This is an optimization exercise on Yosys and OpenROAD, whose aim is small area, not a production implementation.
The flow treats the clock pin as an ideal source, which a real chip does not have.

== the reference run ==
==> flow/design.v <==
module keccak_nonce_scanner #(
    parameter int CORE_LATENCY = 50,
    parameter int NONCE_WIDTH  = 32,
    parameter int FIFO_DEPTH   = 4
) (
    input  logic                     clk,
    input  logic                     reset,
    input  logic                     work_load,
    input  logic [511-NONCE_WIDTH:0] work_header,
    input  logic [NONCE_WIDTH-1:0]   start_nonce,
    input  logic [NONCE_WIDTH-1:0]   end_nonce,
    input  logic [63:0]              target,
    output logic [511:0]             core_data,
    input  logic [511:0]             core_hash,
    output logic                     busy,
    output logic                     done,
    output logic                     found_valid,
    input  logic                     found_ready,
    output logic [NONCE_WIDTH-1:0]   found_nonce,
    output logic [15:0]              drop_count
);
    localparam int PTR_W = $clog2(FIFO_DEPTH);
    localparam int D_CMP = CORE_LATENCY + 1;
    localparam int D_MAX = CORE_LATENCY + 2;
    localparam int D_W   = $clog2(D_MAX + 1);
    logic [511-NONCE_WIDTH:0] header;
    logic [NONCE_WIDTH-1:0]   end_r;
    logic [NONCE_WIDTH-1:0]   nonce;       
    logic                     first;       
    logic [63:0]              target_r;
    logic [D_W-1:0]           dcnt;        
    logic                     hit;
    logic [NONCE_WIDTH-1:0]   hit_nonce;   
    logic                     last;
    logic                     cmp;
    logic                     hash_le;
    logic [NONCE_WIDTH-1:0]   nonce_m;
    always_comb begin
        logic b;
        logic [NONCE_WIDTH-1:0] k;
        k = NONCE_WIDTH'(CORE_LATENCY);
        b = 1'b0;
        for (int i = 0; i < NONCE_WIDTH; i++) begin
            nonce_m[i] = nonce[i] ^ k[i] ^ b;
            b = k[i] ? (!nonce[i] || b) : (!nonce[i] && b);
        end
    end
    always_comb begin
        hash_le = 1'b1;
        for (int i = 0; i < 64; i++) begin
            hash_le = (core_hash[i] == target_r[i]) ? hash_le : target_r[i];
        end
    end
    logic [NONCE_WIDTH-1:0]   fifo_mem [FIFO_DEPTH];
    logic [PTR_W-1:0]         rd_ptr;
    logic [PTR_W-1:0]         wr_ptr;
    logic                     full;
    logic                     pop;
    logic                     push;
    assign core_data = {header, nonce};
    assign last = busy && (dcnt == D_W'(D_MAX)) && (hit_nonce == end_r);
    assign cmp  = busy && ((dcnt == D_W'(D_CMP)) || (dcnt == D_W'(D_MAX))) && !last;
    always_ff @(posedge clk) begin
        if (work_load) begin
            header   <= work_header;
            end_r    <= end_nonce;
            target_r <= target;
        end
        nonce     <= work_load ? start_nonce : nonce + NONCE_WIDTH'(!first);
        first     <= work_load;
        hit_nonce <= nonce_m;
    end
    always_ff @(posedge clk) begin
        if (reset) begin
            busy <= 1'b0;
            done <= 1'b0;
            dcnt <= '0;
            hit  <= 1'b0;
        end else begin
            hit <= cmp && hash_le;
            if (work_load) begin
                busy <= 1'b1;
                done <= 1'b0;
                dcnt <= '0;
            end else begin
                if (dcnt != D_W'(D_MAX)) begin
                    dcnt <= dcnt + D_W'(1);
                end
                if (last) begin
                    busy <= 1'b0;
                    done <= 1'b1;
                end
            end
        end
    end
    assign found_valid = full || (rd_ptr != wr_ptr);
    assign found_nonce = fifo_mem[rd_ptr];
    assign pop         = found_valid && found_ready;
    assign push        = hit && (!full || pop);
    always_ff @(posedge clk) begin
        if (push) begin
            fifo_mem[wr_ptr] <= hit_nonce;
        end
    end
    always_ff @(posedge clk) begin
        if (reset) begin
            rd_ptr     <= '0;
            wr_ptr     <= '0;
            full       <= 1'b0;
            drop_count <= '0;
        end else begin
            if (pop) begin
                rd_ptr <= rd_ptr + PTR_W'(1);
            end
            if (push) begin
                wr_ptr <= wr_ptr + PTR_W'(1);
            end
            if (push && !pop) begin
                full <= (wr_ptr + PTR_W'(1)) == rd_ptr;
            end else if (pop && !push) begin
                full <= 1'b0;
            end
            if (hit && !push && (drop_count != '1)) begin
                drop_count <= drop_count + 16'd1;
            end
        end
    end
endmodule
clock: 6.0 ns
lec_check: 0
cap_margin: 20
core_area: 5 5 515 515
die_area: 0 0 520 520
place_density_lb_addon: 0.15
slew_margin: 20
standard.sh (not shown) runs the stock make flow with config.mk's settings and CLKGATE_MAP_FILE= SYNTH_SCRIPT=/design/flow/synth_recipe.tcl, a recipe that flattens the netlist after the stock synthesis.
==> flow/flow/run.sh <==
#!/bin/bash
# Standard ORFS layout, with these changes:
#  - port buffers are buf_1 instead of the flow's default pick;
#  - CTS uses clkbuf_8 with set sink clusters and no dummy loads;
#  - after CTS, flow/cts_post.tcl shrinks clock buffers that have slew to spare.
set -euo pipefail
bash standard.sh \
  "BUFFER_PORTS_ARGS=-buffer_cell sky130_fd_sc_hd__buf_1" \
  "CTS_ARGS=-sink_clustering_enable -repair_clock_nets -dont_use_dummy_load -buf_list sky130_fd_sc_hd__clkbuf_8 -sink_clustering_size 10 -sink_clustering_max_diameter 80" \
  "POST_CTS_TCL=$PWD/flow/cts_post.tcl" \
  finish > make_finish.log 2>&1
Other scripts of this flow, unchanged in this note and not shown: flow/flow/cts_post.tcl
Inputs modified between the reference run and the trial run:
--- a/flow/design.v
+++ b/flow/design.v
@@ -47,9 +47,9 @@
     end
     always_comb begin
         hash_le = 1'b1;
         for (int i = 0; i < 64; i++) begin
-            hash_le = (core_hash[i] == target_r[i]) ? hash_le : target_r[i];
+            hash_le = (target_r[i] && !core_hash[i]) || (hash_le && (target_r[i] || !core_hash[i]));
         end
     end
     logic [NONCE_WIDTH-1:0]   fifo_mem [FIFO_DEPTH];
     logic [PTR_W-1:0]         rd_ptr;
- Summary — total global routing track utilization, the trial run relative to the reference run: higher, by 0.58 points.
- The reference run and the trial run ended up with nearly the same summed area of non-filler cells in the final layout.
- Row minimum setup slack in the final design: the trial run lower / the reference run higher
- There was hardly any difference in fraction of area in registers between the reference run and the trial run.
- In the trial run, time the final worst path needs with I/O delays and setup is higher than in the reference run.
- Compared with the reference run, in the trial run worst endpoint data arrival time lower, maximum resistive drop on vdd increased 1.7%, layout cell share with drive strength beyond 1 up 0.19 points, transition time at the pin with the least slew margin increased 0.045 ns.
- On initial cell density of the core, the reference run and the trial run are neck and neck.
- The trial run and the reference run ended up with roughly the same proportion of final cell area spent on non-clock buffers.
- The higher clock skew came out of the reference run.
- In the trial run, met2 global-route usage is lower than in the reference run.
No functional check of the RTL was part of any run of this note.

## re-timing with driven ports
How much do the figures lean on ideal ports? The routed layouts below were timed once more, with nothing changed but the port constraints.
Step 1 sets driving cells, clkbuf_16 on the clock port and buf_2 on the other inputs (assumed; they add their load-dependent delay and slew).
Step 2, shift: input delay + t, output delay - t, t = (earliest + latest rising clock arrival at the registers) / 2. This alone moves slack from input paths to output paths.
a / b / c = no drivers / after step 1 / after step 2; a / b = the first two.
run	t (ns)	setup slack, ns	worst setup path after step 2
the reference run	0.925	0.210 / 0.210 / 0.210	register to register
the trial run	0.910	0.194 / 0.194 / 0.194	register to register
After both steps every run listed still meets setup and hold.
